Background: an optimization exercise with open tools, aiming at small area, a short achievable clock period and few clock cycles per item. Do not read the settings as production practice.
Only simulation tests tie the RTL to the original design; equivalence was not proved.
No activity file was given, so power comes from the tool's default toggle rates.

==> inputs of job 5353 <==
Design ooo_core, start of the top module:
module ooo_core #(
	parameter int CUT_H = 3   
) (
	input  wire                       clock,
	input  wire                       reset,
	input  wire                       in_valid,
	input  wire [47:0]                in_instr_bits,   
	output logic                      dispatch_ready,
	output logic                      commit_valid,
	output logic [3:0]                commit_reg,
	output logic [31:0]               commit_value
);
==> module rename_table, before the edit <==
module rename_table (
	input  wire        clock,
	input  wire        reset,
	input  wire [3:0]  rs1,
	input  wire [3:0]  rs2,
	output logic [31:0] rd1,
	output logic [31:0] rd2,
	input  wire        we,
	input  wire [3:0]  wreg,
	input  wire [31:0] wdata
);
	logic [31:0] regs [16];
	logic [15:0] written;
	assign rd1 = written[rs1] ? regs[rs1] : 32'd0;
	assign rd2 = written[rs2] ? regs[rs2] : 32'd0;
	always_ff @(posedge clock) begin
		if (reset)
			written <= '0;
		else if (we)
			written[wreg] <= 1'b1;
	end
	always_ff @(posedge clock) begin
		if (we)
			regs[wreg] <= wdata;
	end
endmodule
==> module alu_unit, before the edit <==
module alu_unit (
	input  wire [2:0]  op,
	input  wire        sub,    
	input  wire [31:0] a,
	input  wire [31:0] b,
	output logic [31:0] y
);
	logic [31:0] sum;
	logic        lt;
	assign sum = a + (sub ? ~b : b) + {31'd0, sub};
	assign lt  = (a[31] ^ b[31]) ? a[31] : sum[31];
	always_comb begin
		case (op)
			3'd0, 3'd1: y = sum;
			3'd2:       y = a & b;
			3'd3:       y = a | b;
			3'd4:       y = a ^ b;
			3'd5:       y = {31'd0, lt};
			default:    y = 32'd0;
		endcase
	end
endmodule
==> module ooo_core, before the edit <==
module ooo_core #(
	parameter int CUT_H = 3   
) (
	input  wire                       clock,
	input  wire                       reset,
	input  wire                       in_valid,
	input  wire [47:0]                in_instr_bits,   
	output logic                      dispatch_ready,
	output logic                      commit_valid,
	output logic [3:0]                commit_reg,
	output logic [31:0]               commit_value
);
	isa_pkg::instr_t in_instr;
	assign in_instr = isa_pkg::instr_t'(in_instr_bits);
	logic            rdy;       
	logic            ir_v;
	isa_pkg::instr_t ir;
	logic            ir_dep;    
	assign dispatch_ready = rdy;
	assign ir_dep = in_instr.rs1 == ir.rd || (!in_instr.use_imm && in_instr.rs2 == ir.rd);
	always_ff @(posedge clock) begin
		if (reset) begin
			rdy  <= 1'b1;
			ir_v <= 1'b0;
		end else begin
			rdy <= !(rdy && in_valid && ir_v && ir.op == isa_pkg::OP_MUL && ir_dep);
			if (rdy)
				ir_v <= in_valid;
		end
	end
	always_ff @(posedge clock) begin
		if (rdy)
			ir <= in_instr;
	end
	logic        ex1_v;
	logic [2:0]  ex1_op;
	logic        ex1_sub;
	logic [3:0]  ex1_rd;
	logic [31:0] ex1_a;
	logic [31:0] ex1_b;
	logic [31:0] alu_y;
	logic        ex2_v;
	logic [3:0]  ex2_rd;
	logic [CUT_H*32-1:0] ex2_rows;
	logic [31:0] fin;
	logic [31:0] rd1;
	logic [31:0] rd2;
	logic        a_ex1, a_ex2, b_ex1, b_ex2;
	rename_table regfile (
		.clock (clock),
		.reset (reset),
		.rs1   (ir.rs1),
		.rs2   (ir.rs2),
		.rd1   (rd1),
		.rd2   (rd2),
		.we    (ex2_v),
		.wreg  (ex2_rd),
		.wdata (fin)
	);
	assign a_ex1 = ex1_v && ex1_rd == ir.rs1;
	assign a_ex2 = ex2_v && ex2_rd == ir.rs1;
	assign b_ex1 = ex1_v && ex1_rd == ir.rs2 && !ir.use_imm;
	assign b_ex2 = ex2_v && ex2_rd == ir.rs2;
	always_ff @(posedge clock) begin
		if (reset)
			ex1_v <= 1'b0;
		else
			ex1_v <= ir_v && rdy;
		ex1_op  <= ir.op;
		ex1_sub <= ir.op == isa_pkg::OP_SUB || ir.op == isa_pkg::OP_SLT;
		ex1_rd  <= ir.rd;
		ex1_a   <= a_ex1 ? alu_y : (a_ex2 ? fin : rd1);
		ex1_b   <= b_ex1 ? alu_y : (ir.use_imm ? ir.imm : (b_ex2 ? fin : rd2));
	end
	logic [CUT_H*32-1:0] tree;
	alu_unit alu (
		.op  (ex1_op),
		.sub (ex1_sub),
		.a   (ex1_a),
		.b   (ex1_b),
		.y   (alu_y)
	);
	mul_tree mul1 (
		.en (ex1_op == isa_pkg::OP_MUL),
		.a  (ex1_a),
		.b  (ex1_b),
		.r  (tree)
	);
	always_ff @(posedge clock) begin
		if (reset)
			ex2_v <= 1'b0;
		else
			ex2_v <= ex1_v;
		ex2_rd   <= ex1_rd;
		ex2_rows <= tree | {{(CUT_H-1)*32{1'b0}}, alu_y};
	end
	mul_final mul2 (
		.r (ex2_rows),
		.y (fin)
	);
	always_ff @(posedge clock) begin
		if (reset)
			commit_valid <= 1'b0;
		else
			commit_valid <= ex2_v;
		commit_reg   <= ex2_rd;
		commit_value <= fin;
	end
endmodule
Settings: LEC_CHECK=0, CAP_MARGIN=20, CORE_MARGIN=2, CORE_UTILIZATION=40, SLEW_MARGIN=20; clock period 10.0 ns.
run.sh (not shown) runs the stock make flow with config.mk's settings and CLKGATE_MAP_FILE= SYNTH_SCRIPT=/design/flow/synth_recipe.tcl, a recipe that flattens the netlist after the stock synthesis.
==> job 5061 (differences from job 5353) <==
--- a/flow/design.v
+++ b/flow/design.v
@@ -64,6 +64,12 @@
 	logic [31:0] regs [16];
 	logic [15:0] written;
-	assign rd1 = written[rs1] ? regs[rs1] : 32'd0;
-	assign rd2 = written[rs2] ? regs[rs2] : 32'd0;
+	always_comb begin
+		rd1 = '0;
+		rd2 = '0;
+		for (int i = 0; i < 16; i++) begin
+			rd1 = rd1 | ({32{written[i] && rs1 == 4'(i)}} & regs[i]);
+			rd2 = rd2 | ({32{written[i] && rs2 == 4'(i)}} & regs[i]);
+		end
+	end
 	always_ff @(posedge clock) begin
 		if (reset)
@@ -86,14 +92,16 @@
 	output logic [31:0] y
 );
+	logic [31:0] bx;    
 	logic [31:0] sum;
 	logic        lt;
-	assign sum = a + (sub ? ~b : b) + {31'd0, sub};
+	assign bx  = sub ? ~b : b;
+	assign sum = a + bx + {31'd0, sub};
 	assign lt  = (a[31] ^ b[31]) ? a[31] : sum[31];
 	always_comb begin
 		case (op)
 			3'd0, 3'd1: y = sum;
-			3'd2:       y = a & b;
-			3'd3:       y = a | b;
-			3'd4:       y = a ^ b;
+			3'd2:       y = a & bx;
+			3'd3:       y = a | bx;
+			3'd4:       y = a ^ bx;
 			3'd5:       y = {31'd0, lt};
 			default:    y = 32'd0;
@@ -1713,4 +1721,5 @@
 	logic [2:0]  ex1_op;
 	logic        ex1_sub;
+	logic        ex1_mul;
 	logic [3:0]  ex1_rd;
 	logic [31:0] ex1_a;
@@ -1746,4 +1755,5 @@
 		ex1_op  <= ir.op;
 		ex1_sub <= ir.op == isa_pkg::OP_SUB || ir.op == isa_pkg::OP_SLT;
+		ex1_mul <= ir.op == isa_pkg::OP_MUL;
 		ex1_rd  <= ir.rd;
 		ex1_a   <= a_ex1 ? alu_y : (a_ex2 ? fin : rd1);
@@ -1759,5 +1769,5 @@
 	);
 	mul_tree mul1 (
-		.en (ex1_op == isa_pkg::OP_MUL),
+		.en (ex1_mul),
 		.a  (ex1_a),
 		.b  (ex1_b),
==> flow/flow/run.sh (new file) <==
#!/bin/bash
set -euo pipefail
bash standard.sh SETUP_SLACK_MARGIN=6 finish > standard_flow.log 2>&1
==> flow/standard.sh (new file) <==
#!/bin/bash
# synth_recipe.tcl (not shown) runs the flow's synth.tcl, then flattens the netlist and writes it again
# the make line also repeats each setting of config.mk as NAME=value (left out here)
make -C /OpenROAD-flow-scripts/flow DESIGN_CONFIG=/design/flow/config.mk WORK_HOME=/design/flow/orfs CLKGATE_MAP_FILE= SYNTH_SCRIPT=/design/flow/synth_recipe.tcl "${@:-finish}"
removed: flow/run.sh
==> results.yml <==
cells_and_area:
  drive_above_1_share: 0.179
  final_area_um2: 54200
  multi_input_area_um2: 24900
  buffer_area_frac: 0.0327
  stdcell_count: 5400
timing:
  worst_hold_slack_ns: 0.396
  slew-limit-headroom: 0.228
pwr:
  seqPwrFrac: 0.419
  p_total_mw: 10.4
  powerClk_mw: 3.32
setup_path:
  slowest_stage: "or3_1"
  worstPathMaxFanout: 55
floorplan:
  dieHeight_um: 351
  die_area_um2: 123000
status:
  status: "complete, no violations"
synth:
  synthXorXnorAreaFrac: 0.0692
global_routing:
  grtUsageMet3: 0.0400
  grtUsageTotal: 0.239
placed_design:
  place_congestion: 0.925
route:
  wl_met1_um: 61100
# the run above: job 5353

==> results.yml <==
status:
  status: "complete, no violations"
pwr:
  seqPwrFrac: 0.448
route:
  wl_met1_um: 67100
cells_and_area:
  stdcell_count: 5720
  multi_input_area_um2: 22600
  buffer_area_frac: 0.0504
  drive_above_1_share: 0.120
  final_area_um2: 52700
setup_path:
  slowest_stage: "fa_1"
synth:
  synthXorXnorAreaFrac: 0.0699
timing:
  worst_hold_slack_ns: 0.372
global_routing:
  grtUsageTotal: 0.294
# the run above: job 5061

Testbench counts of job 5353, summed over its fixed seeds: cycles 16,483, items 16,000.
Testbench counts of job 5061, summed over its fixed seeds: cycles 16,483, items 16,000.

[static timing again, ports no longer ideal]
Ports are ideal in the flow. The routed layouts listed here were re-timed in OpenROAD.
Step 1, drivers: a clkbuf_16 drives clock and a buf_2 each remaining input, both assumed.
Step 2 adds t to the input delays and takes it off the output delays; t is the mean of the earliest and latest rising clock arrival at the registers after step 1. Input paths then give back, and output paths get back, about the clock's delay inside the block.
Slacks: ideal ports / drivers / drivers and shift; pairs: ideal ports / drivers.
| run | shift t [ns] | setup WS [ns] | worst setup path after step 2 | latest minus earliest clock arrival (ns) | slew at the worst register clock pin (ns) |
|---|---|---|---|---|---|
| job 5353 | 0.746 | 4.105 / 4.105 / 4.105 | register to register | 0.060 / 0.060 | 0.07 / 0.07 |
| job 5061 | 0.747 | 5.992 / 5.992 / 5.992 | register to register | 0.041 / 0.042 | 0.07 / 0.07 |
After both steps setup and hold are still met in every run listed.
